Background: an optimization exercise with open tools, aiming at small area and a short achievable clock period. Do not read the settings as production practice.
Where RTL was checked, it was by simulation tests only, not by an equivalence proof against the original.
No activity file was given, so power comes from the tool's default toggle rates.

==> flow/design.v (excerpt) <==
module viterbi_decoder (
   input  wire       clk,
   input  wire       rst,
   input  wire       enable_i,
   input  wire [1:0] symbol_i,
   output wire       d_out_o,
   output wire       d_valid_o
);
Size in the first run: roughly 1200 cells after synthesis, about 330 flip-flops, ~7 I/O pins, roughly 0.011 mm^2 of cells after synthesis.
==> flow/config.mk <==
export PLATFORM = sky130hd
export DESIGN_NAME = viterbi_decoder
export DESIGN_NICKNAME = viterbi_decoder
export VERILOG_FILES = /design/flow/design.v
export SDC_FILE = /design/flow/constraint.sdc
export NUM_CORES = 4
export LEC_CHECK = 0
export ABC_AREA = 1
export CAP_MARGIN = 20
export CORE_MARGIN = 2
export CORE_UTILIZATION = 40
export CTS_CLUSTER_DIAMETER = 100
export CTS_CLUSTER_SIZE = 24
export SETUP_SLACK_MARGIN = 2.96
export SLEW_MARGIN = 20
==> flow/constraint.sdc <==
create_clock -name core_clock -period 5.0 [get_ports {clk}]
set_input_delay 1.0000 -clock core_clock [delete_from_list [all_inputs] [get_ports {clk}]]
set_output_delay 1.0000 -clock core_clock [all_outputs]
set_load 0.01 [all_outputs]
run.sh (not shown) runs the stock make flow with config.mk's settings and CLKGATE_MAP_FILE= SYNTH_SCRIPT=/design/flow/synth_recipe.tcl, a recipe that flattens the netlist after the stock synthesis.
Edit:
--- a/flow/config.mk
+++ b/flow/config.mk
@@ -6,5 +6,4 @@
 export NUM_CORES = 4
 export LEC_CHECK = 0
-export ABC_AREA = 1
 export CAP_MARGIN = 20
 export CORE_MARGIN = 2
After rerunning: The new run passed the timing, design-rule and antenna checks. First-iteration DRC count drops by about a fifth. Via count fell by roughly a tenth. Clock skew increases by 0.011 ns. Area after synthesis shrinks by a few percent.
Edit:
--- a/flow/config.mk
+++ b/flow/config.mk
@@ -6,4 +6,5 @@
 export NUM_CORES = 4
 export LEC_CHECK = 0
+export ABC_AREA = 1
 export CAP_MARGIN = 20
 export CORE_MARGIN = 2
@@ -11,4 +12,4 @@
 export CTS_CLUSTER_DIAMETER = 100
 export CTS_CLUSTER_SIZE = 24
-export SETUP_SLACK_MARGIN = 2.96
+export SETUP_SLACK_MARGIN = 3.0
 export SLEW_MARGIN = 20
Effect: The new run ran to the end with no violations; register-to-register slack improved by 0.16 ns; worst hold slack hardly moves; area after synthesis rises by a few percent; via count goes up by roughly a tenth; die area climbs by a few percent; power fell slightly; worst setup slack is worse by 0.017 ns.


Setup of ember:
Another version of the RTL of viterbi_decoder (not shown whole).
Size: ~330 flip-flops, about 7 I/O pins, about 11000 um2 of cells after synthesis.
export LEC_CHECK = 0
export CAP_MARGIN = 20
export CORE_MARGIN = 2
export CORE_UTILIZATION = 40
export CTS_CLUSTER_DIAMETER = 100
export CTS_CLUSTER_SIZE = 30
export SETUP_SLACK_MARGIN = 2.8
export SLEW_MARGIN = 20
create_clock -name core_clock -period 5.0 [get_ports {clk}]
ember finished every stage and its layout cleared the timing, design-rule and antenna checks.
Here is what was changed in the inputs of violet compared with ember.
- swapping 30 for 24 in CTS_CLUSTER_SIZE
- swapping 2.8 for 3.1 in SETUP_SLACK_MARGIN
## What came out
Timing, DRC, antenna: 0 failures across violet and ember
Comparing violet against ember, there is no change at all in synthesized cell count.
violet against ember: global-route usage climbed 0.28 points; detailed-route wire length on metal 1 climbed 45 um; net switching power climbed 9.1%; wire length of the first global-routing pass climbed 710 um; total via count in the routed design climbed 2.5%.
violet -> ember: met3 routing resource usage after global routing flat
Total wirelength of the detailed-routed design is higher on violet
Relative to ember, slew of the pin with the lowest slew margin has gone down in violet.
No functional check of the RTL was part of any run of this note.


## old
The RTL this note starts from:
==> flow/design.v <==
`timescale 1ns/1ps
`default_nettype none
module viterbi_decoder (
   input  wire       clk,
   input  wire       rst,
   input  wire       enable_i,
   input  wire [1:0] symbol_i,
   output wire       d_out_o,
   output wire       d_valid_o
);
   function automatic [1:0] code(input integer j);
      reg [2:0] s;
      begin
         s    = 2 * j;
         code = {^(s & 3'b111), ^(s & 3'b101)};
      end
   endfunction
   integer k;
   reg [3:0] up_q;     
   reg [3:0] dn_q;     
   reg       frc_q;    
   reg [3:0] ph_q;     
   reg [2:0] bc_q;     
   reg       vld_q;
   always @(posedge clk) begin
      for (k = 0; k < 4; k = k + 1) begin
         up_q[k] <= (symbol_i == code(k));
         dn_q[k] <= (symbol_i == ~code(k));
      end
      frc_q <= (bc_q == 3'd0) && (ph_q < 4'd3);
   end
   always @(posedge clk or negedge rst) begin
      if (!rst) begin
         ph_q  <= 4'd0;
         bc_q  <= 3'd0;
         vld_q <= 1'b0;
      end else if (!enable_i) begin
         ph_q  <= 4'd0;
         bc_q  <= 3'd0;
         vld_q <= 1'b0;
      end else begin
         ph_q <= ph_q + 4'd1;
         if (ph_q == 4'd15 && !bc_q[2])
            bc_q <= bc_q + 3'd1;
         vld_q <= vld_q | (bc_q[2] & (ph_q >= 4'd3));
      end
   end
   reg [3:0] pm [0:7];
   reg [7:0] dec_q;
   reg [7:0] decn_q;   
   genvar j;
   generate
      for (j = 0; j < 4; j = j + 1) begin : g_bf
         wire       up  = up_q[j];          
         wire       dn  = dn_q[j];          
         wire [3:0] a0  = pm[2*j];
         wire [3:0] a1  = pm[2*j+1];
         wire [3:0] eq  = ~(a1 ^ a0);
         wire [2:0] g   = ~a1[2:0] & a0[2:0];
         wire       b1  = g[0];
         wire       b2  = g[1] | (eq[1] & g[0]);
         wire       b3  = g[2] | (eq[2] & g[1]) | (eq[2] & eq[1] & g[0]);
         wire       e1  = eq[1] ^ ~b1;
         wire       e2  = eq[2] ^ ~b2;
         wire       e3  = eq[3] ^ ~b3;
         wire       sl  = !frc_q & ((e3 & ~(up & e2 & e1)) | (dn & ~e2 & ~e1));
         wire       sh  = !frc_q & ((e3 & ~(dn & e2 & e1)) | (up & ~e2 & ~e1));
         wire [3:0] a0p = a0 + 4'd1;
         wire [3:0] a0m = a0 - 4'd1;
         wire [3:0] a1p = a1 + 4'd1;
         wire [3:0] a1m = a1 - 4'd1;
         wire [3:0] c0l = (j == 0) ? a0 + {up, up, up, up | dn}
                                   : (up ? a0m : dn ? a0p : a0);    
         wire [3:0] c1l = up ? a1p : dn ? a1m : a1;                 
         wire [3:0] c0h = up ? a0p : dn ? a0m : a0;                 
         wire [3:0] c1h = (j == 3) ? a1 + {up, up, up, up | dn}
                                   : (up ? a1m : dn ? a1p : a1);    
         always @(posedge clk) begin
            pm[j]      <= sl ? c1l : c0l;
            pm[j+4]    <= sh ? c1h : c0h;
            dec_q[j]    <= sl;
            dec_q[j+4]  <= sh;
            decn_q[j]   <= ~sl;
            decn_q[j+4] <= ~sh;
         end
      end
   endgenerate
   reg [32:4] r [0:7];
   genvar n;
   generate
      for (n = 0; n < 8; n = n + 1) begin : g_re
         localparam integer Q0 = (n % 4) * 2;
         always @(posedge clk)
            r[n] <= {~((r[Q0+1][31:4] | {28{decn_q[n]}}) & (r[Q0][31:4] | {28{dec_q[n]}})),
                     dec_q[n]};
      end
   endgenerate
   reg [15:0] sr_q;
   reg [32:0] dl_q;
   reg        ld_q;    
   reg        ldn_q;   
   integer    b;
   always @(posedge clk) begin
      ld_q  <= (ph_q == 4'd1);
      ldn_q <= (ph_q != 4'd1);
      for (b = 0; b < 15; b = b + 1)
         sr_q[b] <= ~((r[0][32-b] | ldn_q) & (sr_q[b+1] | ld_q));
      sr_q[15] <= ~r[0][17];   
      dl_q <= {dl_q[31:0], ~sr_q[0]};
   end
   assign d_out_o   = dl_q[32];
   assign d_valid_o = vld_q;
endmodule
`default_nettype wire
Settings: LEC_CHECK=0, CAP_MARGIN=20, CORE_MARGIN=2, CORE_UTILIZATION=45, CTS_CLUSTER_DIAMETER=100, CTS_CLUSTER_SIZE=28, SETUP_SLACK_MARGIN=3.0, SLEW_MARGIN=20; clock period 5.0 ns.
Inputs modified between old and new:
Settings: swapping 28 for 24 in CTS_CLUSTER_SIZE; swapping 45 for 40 in CORE_UTILIZATION.
--- outcome ---
Final worst-path cycle share across old and new: no real change. Comparing new with old, the maximum frequency came out essentially unchanged. Diff old and new: cell depth of the worst setup path higher in old. new packs its core looser than old. In the reports for old and new, the smaller pre-CTS worst setup slack belongs to old.


viterbi_decoder, a different RTL version from the one above (not shown whole).
Size in the first run: roughly 1500 cells after synthesis, ~320 flip-flops, ~12000 um2 of cells after synthesis.
clock: 5.0 ns
lec_check: 0
abc_area: 1
cap_margin: 20
core_margin: 2
core_utilization: 40
setup_slack_margin: 3.2
slew_margin: 20
The first run completed without violations.
Edit:
Settings changed: ABC_AREA 1 to not set.
After rerunning:
- The new run completed with no timing, DRC or antenna violations
- final area fell by 7.2%
- worst setup slack degrades by 0.39 ns
- clock-buffer cell count fell by 8
- power fell by 8.4%
- sequential power fell by about 0.9%
No run of this note included a check of the RTL's function; only the layout flow was run.


before:
viterbi_decoder, a different RTL version from the one above (not shown whole).
Size: ~940 cells after synthesis, ~320 flip-flops, roughly 0.011 mm2 of cells after synthesis.
clock: 5.0 ns
lec_check: 0
cap_margin: 20
core_margin: 2
core_utilization: 65
cts_cluster_diameter: 60
cts_cluster_size: 40
place_density: 0.75
setup_slack_margin: 3.0
slew_margin: 20
before has completed all stages; timing, DRC and antenna checks passed.
Input-level comparison between after and before:
- CTS_CLUSTER_SIZE changed from 40 to 24
- PLACE_DENSITY removed (was 0.75)
- CORE_UTILIZATION changed from 65 to 40
- CTS_CLUSTER_DIAMETER changed from 60 to 100
==> notes.md <==
Clock power: after better than before
Compared with before, die width in after increased by more than a quarter.
On after: worst hold slack is 4.5 ps higher than what before gave.


viterbi_decoder with an RTL version that a note above also has.
Size: about 980 cells after synthesis.
clock: 5.0 ns
lec_check: 0
cap_margin: 20
core_margin: 2
core_utilization: 40
cts_cluster_diameter: 80
cts_cluster_size: 20
setup_slack_margin: 2.95
slew_margin: 20
The starting point finished clean.
==> next run, changes <==
Settings changed: CTS_CLUSTER_DIAMETER 80 to 100, CTS_CLUSTER_SIZE 20 to 24, SETUP_SLACK_MARGIN 2.95 to 3.0.
Worst setup slack gains 0.019 ns.
Power barely changes.
Area after synthesis does not change.
Function was not checked in any run of this note: the RTL went through the layout flow alone.

-- separate check: timing with driven ports --
How much do the figures lean on ideal ports? The routed layouts below were timed once more, with nothing changed but the port constraints.
Step 1 (the two cells are an assumption about what drives the block):
set clk [get_ports {clk}]
set_driving_cell -lib_cell sky130_fd_sc_hd__clkbuf_16 $clk
set_driving_cell -lib_cell sky130_fd_sc_hd__buf_2 [delete_from_list [all_inputs] $clk]
Step 2, shift: input delay + t, output delay - t, t = (earliest + latest rising clock arrival at the registers) / 2. This alone moves slack from input paths to output paths.
Three values: ideal, step 1, step 2; two values: the first two.
run | shift t [ns] | slack for setup (ns) | worst data-port slew with drivers (ns)
the first run of note 1 | 0.546 | 2.963 / 2.916 / 2.999 | 0.03
the second run of note 1 | 0.551 | 2.980 / 2.929 / 2.982 | 0.03
the third run of note 1 | 0.547 | 2.964 / 2.916 / 2.999 | 0.03
ember | 0.546 | 2.872 / 2.825 / 2.873 | 0.03
violet | 0.542 | 2.968 / 2.921 / 2.977 | 0.03
old | 0.536 | 2.967 / 2.927 / 2.967 | 0.03
new | 0.550 | 2.965 / 2.915 / 2.985 | 0.03
the first run of note 4 | 0.558 | 2.844 / 2.844 / 2.844 | 0.03
the second run of note 4 | 0.603 | 2.454 / 2.454 / 2.454 | 0.03
before | 0.544 | 2.912 / 2.912 / 2.912 | 0.03
after | 0.548 | 2.935 / 2.935 / 2.935 | 0.03
the first run of note 6 | 0.555 | 2.952 / 2.911 / 2.952 | 0.03
the second run of note 6 | 0.548 | 2.971 / 2.925 / 2.984 | 0.03
After both steps setup and hold are still met in every run listed.
